Source: an optimization exercise on an open RTL-to-GDS flow (aim: small area). Production flows keep margins and buffers that such runs may drop.
Where RTL was checked, it was by simulation tests only, not by an equivalence proof against the original.
No activity file was given, so power comes from the tool's default toggle rates.

==> v36 <==
==> flow/design.v <==
package tspes_pkg;
    localparam int PACKET_BYTES = 188;
    localparam logic [7:0] POS_BASE = 8'(256 - PACKET_BYTES);
endpackage
module tspes_beat_fifo
(
    input  logic        clk,
    input  logic        rst_n,
    input  logic        push,
    input  logic [7:0]  din,
    input  logic        pop,
    input  logic        show,
    output logic [7:0]  head,
    output logic        not_empty,
    output logic        full,
    output logic        one
);
    logic [7:0] mem_reg [1:5];
    logic [2:0] count_reg;
    logic [5:1] at;
    assign at[1] = !count_reg[1] &&  count_reg[0];
    assign at[2] = !count_reg[2] &&  count_reg[1];
    assign at[3] =  count_reg[2] &&  count_reg[0];
    assign at[4] =  count_reg[1] && !count_reg[0];
    assign at[5] =  count_reg[2] && !count_reg[1];
    assign not_empty = count_reg[2] || count_reg[0];
    assign full      = at[5];
    assign one       = at[1];
    always_comb
    begin
        head = '0;
        for (int i = 1; i <= 5; i++)
            head = head | ({8{show && at[i]}} & mem_reg[i]);
    end
    always_ff @(posedge clk)
    begin
        if (push)
        begin
            mem_reg[1] <= din;
            for (int i = 2; i <= 5; i++)
                mem_reg[i] <= mem_reg[i-1];
        end
    end
    always_ff @(posedge clk or negedge rst_n)
    begin
        if (!rst_n)
            count_reg <= '0;
        else if (push && !pop)
            count_reg <= {count_reg[1:0], !count_reg[2]};
        else if (pop && !push)
            count_reg <= {!count_reg[0], count_reg[2:1]};
    end
endmodule
import tspes_pkg::*;
module ts_pes_reassembler_core
(
    input  logic                clk,
    input  logic                rst_n,
    input  logic                ts_valid,
    output logic                ts_stall,
    input  logic [7:0]   ts_byte,
    output logic                pes_valid,
    input  logic                pes_stall,
    output logic [7:0]   pes_byte,
    output logic                pes_end,
    output logic [7:0]   pes_stream_id,
    output logic [15:0]         pes_total_length
);
    logic [7:0]  pos_reg;       
    logic        open_reg;      
    logic [15:0] left_reg;      
    logic        cand_reg;      
    logic [1:0]  pfx_reg;       
    logic [7:0]  sid_reg;
    logic [15:0] tot_reg;       
    logic        accept, taking, owed, hold, push, pop, show, deliver;
    logic        at4, at5, at6, at7, at8, at9, past3, hdr_push;
    logic        q_not_empty, q_full, q_one;
    logic [7:0]  head;
    logic [7:0]  pos_flip;
    logic        pos_wrap;
    logic [15:0] left_flip, tot_flip;
    logic        load_hi, load_lo;
    assign at4   = (pos_reg == POS_BASE + 8'd4);
    assign at5   = (pos_reg == POS_BASE + 8'd5);
    assign at6   = (pos_reg == POS_BASE + 8'd6);
    assign at7   = (pos_reg == POS_BASE + 8'd7);
    assign at8   = (pos_reg == POS_BASE + 8'd8);
    assign at9   = (pos_reg == POS_BASE + 8'd9);
    assign past3 = (pos_reg >= POS_BASE + 8'd4);
    assign taking = open_reg && (left_reg != '0);
    assign owed   = open_reg && (left_reg == '0);
    assign hold   = cand_reg && (at8 || (at9 && !ts_valid));
    assign ts_stall = (q_full && (pes_stall || pfx_reg != '0)) || (at7 && owed);
    assign accept   = ts_valid && !ts_stall;
    assign hdr_push = cand_reg && (at7 || at8 || at9);
    assign push     = accept && (hdr_push || (taking && past3));
    assign load_hi  = accept && cand_reg && at8;
    assign load_lo  = accept && cand_reg && at9;
    always_comb
    begin
        logic t;
        t = accept;
        for (int i = 0; i < 8; i++)
        begin
            pos_flip[i] = t;
            t = t && pos_reg[i];
        end
        pos_wrap = t;
        t = accept && taking && past3;
        for (int i = 0; i < 16; i++)
        begin
            left_flip[i] = t;
            t = t && !left_reg[i];
        end
        t = push;
        for (int i = 0; i < 16; i++)
        begin
            tot_flip[i] = t;
            t = t && tot_reg[i];
        end
    end
    always_ff @(posedge clk)
    begin
        if (accept)
        begin
            if (at4)
                cand_reg <= !taking && (ts_byte == 8'h00);
            else if (at5)
                cand_reg <= cand_reg && (ts_byte == 8'h00);
            else if (at6)
                cand_reg <= cand_reg && (ts_byte == 8'h01);
            else if (at9)
                cand_reg <= 1'b0;
            if (cand_reg && at7)
                sid_reg <= ts_byte;
        end
        left_reg[15:8] <= load_hi ? ts_byte : (left_reg[15:8] ^ left_flip[15:8]);
        left_reg[7:0]  <= load_lo ? ts_byte : (left_reg[7:0] ^ left_flip[7:0]);
        tot_reg <= (accept && cand_reg && at7) ? 16'd4 : (tot_reg ^ tot_flip);
    end
    always_ff @(posedge clk or negedge rst_n)
    begin
        if (!rst_n)
        begin
            pos_reg  <= POS_BASE;
            open_reg <= 1'b0;
            pfx_reg  <= '0;
        end
        else
        begin
            pos_reg <= (pos_reg ^ pos_flip) | (POS_BASE & {8{pos_wrap}});
            if (load_lo)
                open_reg <= 1'b1;
            else if (pes_end && !pes_stall)
                open_reg <= 1'b0;
            if (accept && cand_reg && at7)
                pfx_reg <= 2'd3;
            else if (pfx_reg != '0 && deliver)
                pfx_reg <= pfx_reg - 2'd1;
        end
    end
    assign show    = (pfx_reg == '0);
    assign deliver = pes_valid && !pes_stall;
    assign pop     = show && q_not_empty && !pes_stall;
    tspes_beat_fifo u_fifo
    (
        .clk       (clk),
        .rst_n     (rst_n),
        .push      (push),
        .din       (ts_byte),
        .pop       (pop),
        .show      (show),
        .head      (head),
        .not_empty (q_not_empty),
        .full      (q_full),
        .one       (q_one)
    );
    assign pes_valid        = show ? q_not_empty : !hold;
    assign pes_byte         = {head[7:1], head[0] || pfx_reg == 2'd1};
    assign pes_end          = owed && q_one;
    assign pes_stream_id    = pes_end ? sid_reg : 8'd0;
    assign pes_total_length = pes_end ? tot_reg : 16'd0;
endmodule
==> flow/run.sh <==
#!/bin/bash
# synth_recipe.tcl (not shown) runs the flow's synth.tcl, then flattens the netlist and writes it again
# the make line also repeats each setting of config.mk as NAME=value (left out here)
make -C /OpenROAD-flow-scripts/flow DESIGN_CONFIG=/design/flow/config.mk WORK_HOME=/design/flow/orfs CLKGATE_MAP_FILE= SYNTH_SCRIPT=/design/flow/synth_recipe.tcl finish
==> flow/config.mk <==
export PLATFORM = sky130hd
export DESIGN_NAME = ts_pes_reassembler_core
export DESIGN_NICKNAME = ts_pes_reassembler_core
export VERILOG_FILES = /design/flow/design.v
export SDC_FILE = /design/flow/constraint.sdc
export NUM_CORES = 4
export LEC_CHECK = 0
export CAP_MARGIN = 20
export CELL_PAD_IN_SITES_DETAIL_PLACEMENT = 0
export CELL_PAD_IN_SITES_GLOBAL_PLACEMENT = 0
export CORE_MARGIN = 2
export CORE_UTILIZATION = 60
export CTS_BUF_LIST = sky130_fd_sc_hd__clkbuf_8
export PLACE_DENSITY = 0.75
export SLEW_MARGIN = 20
==> flow/constraint.sdc <==
create_clock -name core_clock -period 6.5 [get_ports {clk}]
set_input_delay 1.3000 -clock core_clock [delete_from_list [all_inputs] [get_ports {clk}]]
set_output_delay 1.3000 -clock core_clock [all_outputs]
set_load 0.01 [all_outputs]
==> v31 (differences from v36) <==
==> flow/design.v (replaced) <==
package tspes_pkg;
    localparam int PACKET_BYTES = 188;
    localparam int FIFO_DEPTH   = 5;
endpackage
import tspes_pkg::*;
module tspes_beat_fifo
(
    input  logic        clk,
    input  logic        rst_n,
    input  logic        push,
    input  logic [7:0]  din,
    input  logic        pop,
    input  logic        show,
    output logic [7:0]  head,
    output logic [2:0]  count
);
    logic [7:0] mem_reg [1:FIFO_DEPTH];
    logic [2:0] count_reg;
    assign count = count_reg;
    always_comb
    begin
        head = '0;
        for (int i = 1; i <= FIFO_DEPTH; i++)
            head = head | ({8{show && count_reg == 3'(i)}} & mem_reg[i]);
    end
    always_ff @(posedge clk)
    begin
        if (push)
        begin
            mem_reg[1] <= din;
            for (int i = 2; i <= FIFO_DEPTH; i++)
                mem_reg[i] <= mem_reg[i-1];
        end
    end
    always_ff @(posedge clk or negedge rst_n)
    begin
        if (!rst_n)
            count_reg <= '0;
        else
            count_reg <= count_reg + 3'(push) - 3'(pop);
    end
endmodule
import tspes_pkg::*;
module ts_pes_reassembler_core
(
    input  logic                clk,
    input  logic                rst_n,
    input  logic                ts_valid,
    output logic                ts_stall,
    input  logic [7:0]   ts_byte,
    output logic                pes_valid,
    input  logic                pes_stall,
    output logic [7:0]   pes_byte,
    output logic                pes_end,
    output logic [7:0]   pes_stream_id,
    output logic [15:0]         pes_total_length
);
    logic [7:0]  pos_reg;       
    logic        open_reg;      
    logic [15:0] left_reg;      
    logic        cand_reg;      
    logic [1:0]  pfx_reg;       
    logic [7:0]  sid_reg;
    logic [15:0] tot_reg;
    logic        accept, taking, owed, hold, push, pop, show, deliver;
    logic [7:0]  head;
    logic [15:0] left_flip;
    logic        load_hi, load_lo;
    logic [2:0]  count;
    assign taking = open_reg && (left_reg != '0);
    assign owed   = open_reg && (left_reg == '0);
    assign hold   = cand_reg && (pos_reg == 8'd8 || (pos_reg == 8'd9 && !ts_valid));
    assign ts_stall = ((count == 3'(FIFO_DEPTH)) && (pes_stall || pfx_reg != '0))
                   || ((pos_reg == 8'd7) && owed);
    assign accept   = ts_valid && !ts_stall;
    assign push = accept && ((cand_reg && pos_reg >= 8'd7 && pos_reg <= 8'd9)
                             || (taking && pos_reg >= 8'd4));
    always_ff @(posedge clk)
    begin
        if (accept)
        begin
            if (pos_reg == 8'd4)
                cand_reg <= !taking && (ts_byte == 8'h00);
            else if (pos_reg == 8'd5)
                cand_reg <= cand_reg && (ts_byte == 8'h00);
            else if (pos_reg == 8'd6)
                cand_reg <= cand_reg && (ts_byte == 8'h01);
            else if (pos_reg == 8'd9)
                cand_reg <= 1'b0;
            if (cand_reg && pos_reg == 8'd7)
                sid_reg <= ts_byte;
            if (cand_reg && pos_reg == 8'd9)
                tot_reg <= {left_reg[15:8], ts_byte} + 16'd6;
        end
    end
    always_comb
    begin
        logic t;
        t = accept && taking && (pos_reg >= 8'd4);
        for (int i = 0; i < 16; i++)
        begin
            left_flip[i] = t;
            t = t && !left_reg[i];
        end
    end
    assign load_hi = accept && cand_reg && (pos_reg == 8'd8);
    assign load_lo = accept && cand_reg && (pos_reg == 8'd9);
    always_ff @(posedge clk)
    begin
        left_reg[15:8] <= load_hi ? ts_byte : (left_reg[15:8] ^ left_flip[15:8]);
        left_reg[7:0]  <= load_lo ? ts_byte : (left_reg[7:0] ^ left_flip[7:0]);
    end
    always_ff @(posedge clk or negedge rst_n)
    begin
        if (!rst_n)
        begin
            pos_reg  <= '0;
            open_reg <= 1'b0;
            pfx_reg  <= '0;
        end
        else
        begin
            if (accept)
                pos_reg <= (pos_reg == 8'(PACKET_BYTES - 1)) ? '0 : pos_reg + 8'd1;
            if (accept && cand_reg && pos_reg == 8'd9)
                open_reg <= 1'b1;
            else if (pes_end && !pes_stall)
                open_reg <= 1'b0;
            if (accept && cand_reg && pos_reg == 8'd7)
                pfx_reg <= 2'd3;
            else if (pfx_reg != '0 && deliver)
                pfx_reg <= pfx_reg - 2'd1;
        end
    end
    assign show    = (pfx_reg == '0);
    assign deliver = pes_valid && !pes_stall;
    assign pop     = show && (count != '0) && !pes_stall;
    tspes_beat_fifo u_fifo
    (
        .clk   (clk),
        .rst_n (rst_n),
        .push  (push),
        .din   (ts_byte),
        .pop   (pop),
        .show  (show),
        .head  (head),
        .count (count)
    );
    assign pes_valid        = show ? (count != '0) : !hold;
    assign pes_byte         = {head[7:1], head[0] || pfx_reg == 2'd1};
    assign pes_end          = owed && (count == 3'd1);
    assign pes_stream_id    = pes_end ? sid_reg : 8'd0;
    assign pes_total_length = pes_end ? tot_reg : 16'd0;
endmodule
==> flow/config.mk (replaced) <==
export PLATFORM = sky130hd
export DESIGN_NAME = ts_pes_reassembler_core
export DESIGN_NICKNAME = ts_pes_reassembler_core
export VERILOG_FILES = /design/flow/design.v
export SDC_FILE = /design/flow/constraint.sdc
export NUM_CORES = 4
export LEC_CHECK = 0
export CAP_MARGIN = 20
export CELL_PAD_IN_SITES_DETAIL_PLACEMENT = 1
export CELL_PAD_IN_SITES_GLOBAL_PLACEMENT = 2
export CORE_MARGIN = 2
export CORE_UTILIZATION = 30
export PLACE_DENSITY = 0.5
export SLEW_MARGIN = 20
==> v14 (differences from v36) <==
--- a/flow/design.v
+++ b/flow/design.v
@@ -10,5 +10,5 @@
     input  logic [7:0]  din,
     input  logic        pop,
-    input  logic        show,
+    input  logic        clear,
     output logic [7:0]  head,
     output logic        not_empty,
@@ -31,5 +31,5 @@
         head = '0;
         for (int i = 1; i <= 5; i++)
-            head = head | ({8{show && at[i]}} & mem_reg[i]);
+            head = head | ({8{at[i]}} & mem_reg[i]);
     end
     always_ff @(posedge clk)
@@ -45,4 +45,6 @@
     begin
         if (!rst_n)
+            count_reg <= '0;
+        else if (clear)
             count_reg <= '0;
         else if (push && !pop)
@@ -71,31 +73,42 @@
     logic [15:0] left_reg;      
     logic        cand_reg;      
-    logic [1:0]  pfx_reg;       
     logic [7:0]  sid_reg;
     logic [15:0] tot_reg;       
-    logic        accept, taking, owed, hold, push, pop, show, deliver;
-    logic        at4, at5, at6, at7, at8, at9, past3, hdr_push;
+    logic        accept, taking, owed, hold, push, pop, clear;
+    logic        at4, at5, at6, at7, at8, at9, past3, in_hdr;
+    logic        cand_next;
     logic        q_not_empty, q_full, q_one;
-    logic [7:0]  head;
     logic [7:0]  pos_flip;
     logic        pos_wrap;
     logic [15:0] left_flip, tot_flip;
     logic        load_hi, load_lo;
-    assign at4   = (pos_reg == POS_BASE + 8'd4);
-    assign at5   = (pos_reg == POS_BASE + 8'd5);
-    assign at6   = (pos_reg == POS_BASE + 8'd6);
-    assign at7   = (pos_reg == POS_BASE + 8'd7);
-    assign at8   = (pos_reg == POS_BASE + 8'd8);
-    assign at9   = (pos_reg == POS_BASE + 8'd9);
-    assign past3 = (pos_reg >= POS_BASE + 8'd4);
+    assign at4    = (pos_reg == POS_BASE + 8'd4);
+    assign at5    = (pos_reg == POS_BASE + 8'd5);
+    assign at6    = (pos_reg == POS_BASE + 8'd6);
+    assign at7    = (pos_reg == POS_BASE + 8'd7);
+    assign at8    = (pos_reg == POS_BASE + 8'd8);
+    assign at9    = (pos_reg == POS_BASE + 8'd9);
+    assign past3  = (pos_reg >= POS_BASE + 8'd4);
+    assign in_hdr = (pos_reg >= POS_BASE + 8'd5) && (pos_reg <= POS_BASE + 8'd9);
     assign taking = open_reg && (left_reg != '0);
     assign owed   = open_reg && (left_reg == '0);
-    assign hold   = cand_reg && (at8 || (at9 && !ts_valid));
-    assign ts_stall = (q_full && (pes_stall || pfx_reg != '0)) || (at7 && owed);
+    assign hold   = cand_reg && in_hdr && !(at9 && ts_valid);
+    assign ts_stall = (q_full && pes_stall) || (at4 && owed && (pes_stall || !q_one));
     assign accept   = ts_valid && !ts_stall;
-    assign hdr_push = cand_reg && (at7 || at8 || at9);
-    assign push     = accept && (hdr_push || (taking && past3));
-    assign load_hi  = accept && cand_reg && at8;
-    assign load_lo  = accept && cand_reg && at9;
+    always_comb
+    begin
+        if (at4)
+            cand_next = !taking && (ts_byte == 8'h00);
+        else if (at5)
+            cand_next = cand_reg && (ts_byte == 8'h00);
+        else if (at6)
+            cand_next = cand_reg && (ts_byte == 8'h01);
+        else
+            cand_next = cand_reg;
+    end
+    assign push    = accept && ((cand_next && (at4 || in_hdr)) || (taking && past3));
+    assign clear   = accept && cand_reg && (at5 || at6) && !cand_next;
+    assign load_hi = accept && cand_reg && at8;
+    assign load_lo = accept && cand_reg && at9;
     always_comb
     begin
@@ -125,12 +138,6 @@
         if (accept)
         begin
-            if (at4)
-                cand_reg <= !taking && (ts_byte == 8'h00);
-            else if (at5)
-                cand_reg <= cand_reg && (ts_byte == 8'h00);
-            else if (at6)
-                cand_reg <= cand_reg && (ts_byte == 8'h01);
-            else if (at9)
-                cand_reg <= 1'b0;
+            if (at4 || at5 || at6)
+                cand_reg <= cand_next;
             if (cand_reg && at7)
                 sid_reg <= ts_byte;
@@ -146,5 +153,4 @@
             pos_reg  <= POS_BASE;
             open_reg <= 1'b0;
-            pfx_reg  <= '0;
         end
         else
@@ -155,13 +161,7 @@
             else if (pes_end && !pes_stall)
                 open_reg <= 1'b0;
-            if (accept && cand_reg && at7)
-                pfx_reg <= 2'd3;
-            else if (pfx_reg != '0 && deliver)
-                pfx_reg <= pfx_reg - 2'd1;
         end
     end
-    assign show    = (pfx_reg == '0);
-    assign deliver = pes_valid && !pes_stall;
-    assign pop     = show && q_not_empty && !pes_stall;
+    assign pop = pes_valid && !pes_stall;
     tspes_beat_fifo u_fifo
     (
@@ -171,12 +171,11 @@
         .din       (ts_byte),
         .pop       (pop),
-        .show      (show),
-        .head      (head),
+        .clear     (clear),
+        .head      (pes_byte),
         .not_empty (q_not_empty),
         .full      (q_full),
         .one       (q_one)
     );
-    assign pes_valid        = show ? q_not_empty : !hold;
-    assign pes_byte         = {head[7:1], head[0] || pfx_reg == 2'd1};
+    assign pes_valid        = q_not_empty && !hold;
     assign pes_end          = owed && q_one;
     assign pes_stream_id    = pes_end ? sid_reg : 8'd0;
==> flow/flow/run.sh (new file) <==
#!/bin/bash
# The standard layout, with the ports buffered by the smallest buffer
# (sky130_fd_sc_hd__buf_1) instead of the one buffer_ports picks by itself.
set -euo pipefail
bash standard.sh "BUFFER_PORTS_ARGS=-buffer_cell sky130_fd_sc_hd__buf_1" finish > flow_make.log 2>&1
==> flow/standard.sh (new file) <==
#!/bin/bash
# synth_recipe.tcl (not shown) runs the flow's synth.tcl, then flattens the netlist and writes it again
# the make line also repeats each setting of config.mk as NAME=value (left out here)
make -C /OpenROAD-flow-scripts/flow DESIGN_CONFIG=/design/flow/config.mk WORK_HOME=/design/flow/orfs CLKGATE_MAP_FILE= SYNTH_SCRIPT=/design/flow/synth_recipe.tcl "${@:-finish}"
--- a/flow/config.mk
+++ b/flow/config.mk
@@ -6,5 +6,5 @@
 export NUM_CORES = 4
 export LEC_CHECK = 0
-export CAP_MARGIN = 20
+export CAP_MARGIN = 0
 export CELL_PAD_IN_SITES_DETAIL_PLACEMENT = 0
 export CELL_PAD_IN_SITES_GLOBAL_PLACEMENT = 0
@@ -12,4 +12,5 @@
 export CORE_UTILIZATION = 60
 export CTS_BUF_LIST = sky130_fd_sc_hd__clkbuf_8
+export GPL_TIMING_DRIVEN = 0
 export PLACE_DENSITY = 0.75
-export SLEW_MARGIN = 20
+export SLEW_MARGIN = 0
removed: flow/run.sh
==> run notes <==
item                                                                            v14                         v31                        v36
Run status                                                 timing/DRC/antenna clean    timing/DRC/antenna clean   timing/DRC/antenna clean
Root Buffer                                               sky130_fd_sc_hd__clkbuf_8  sky130_fd_sc_hd__clkbuf_16  sky130_fd_sc_hd__clkbuf_8
Critical path data required time                                            6.74 ns                     6.72 ns                    6.73 ns
Avg Vias per Cell                                                              5.63                        4.92                       5.34
Worst hold slack after final layout                                        0.450 ns                    0.450 ns                   0.456 ns
Critical R2R Capture                                                    tot_reg[15]                left_reg[15]                tot_reg[15]
Setup Skew                                                               0.00766 ns                  0.00764 ns                  0.0136 ns
Worst setup slack after placement                                          0.462 ns                    0.813 ns                   0.988 ns
Total via count after detailed routing                                         2680                        3107                       2627
Count of cells along the worst register-to-register path                         23                          20                         22
Maximum fanout along the worst path                                              47                           7                          4
Power of the clock network                                                 0.369 mW                    0.544 mW                   0.378 mW
WP buf/inv                                                                        2                           1                          1
Synth Area in Simple Gates                                                    14.0%                       15.9%                      14.9%
Peak supply drop                                                           0.211 mV                    0.118 mV                   0.161 mV
Async S/R FF share, synth                                                     12.9%                       14.7%                      14.7%
Clock Sink Count                                                                 93                          95                         95
Overall power consumption                                                   1.38 mW                     1.81 mW                    1.25 mW
Upper clock frequency limit                                                 177 MHz                     188 MHz                    195 MHz
Post-synth net total                                                            384                         427                        391
GP Congestion                                                                 0.875                       0.721                      0.860
Portion of total power attributed to the clock network                        26.7%                       30.0%                      30.4%
Sequential share of power                                                     49.5%                       43.8%                      56.5%
The RTL of v36 and v31 was laid out without a check of its function.

==> what the ideal ports hide <==
How much do the figures lean on ideal ports? The routed layouts below were timed once more, with nothing changed but the port constraints. Step 1 sets driving cells, clkbuf_16 on the clock port and buf_2 on the other inputs (assumed; they add their load-dependent delay and slew). Step 2 adds t to the input delays and takes it off the output delays; t is the mean of the earliest and latest rising clock arrival at the registers after step 1. Input paths then give back, and output paths get back, about the clock's delay inside the block. Three values: ideal, step 1, step 2; two values: the first two.
run	shift t [ns]	slack for setup (ns)	worst register clock-pin slew, ns	worst data-port slew with drivers (ns)
v36	0.369	1.363 / 1.370 / 1.001	0.10 / 0.10	0.03
v31	0.380	1.181 / 1.195 / 0.815	0.07 / 0.07	0.03
v14	0.388	0.863 / 0.874 / 0.487	0.09 / 0.09	0.03
After both steps every run listed still meets setup and hold. The setup slack of v14, which loses most, moves by +0.011 ns with the drivers and by -0.376 ns with both steps.
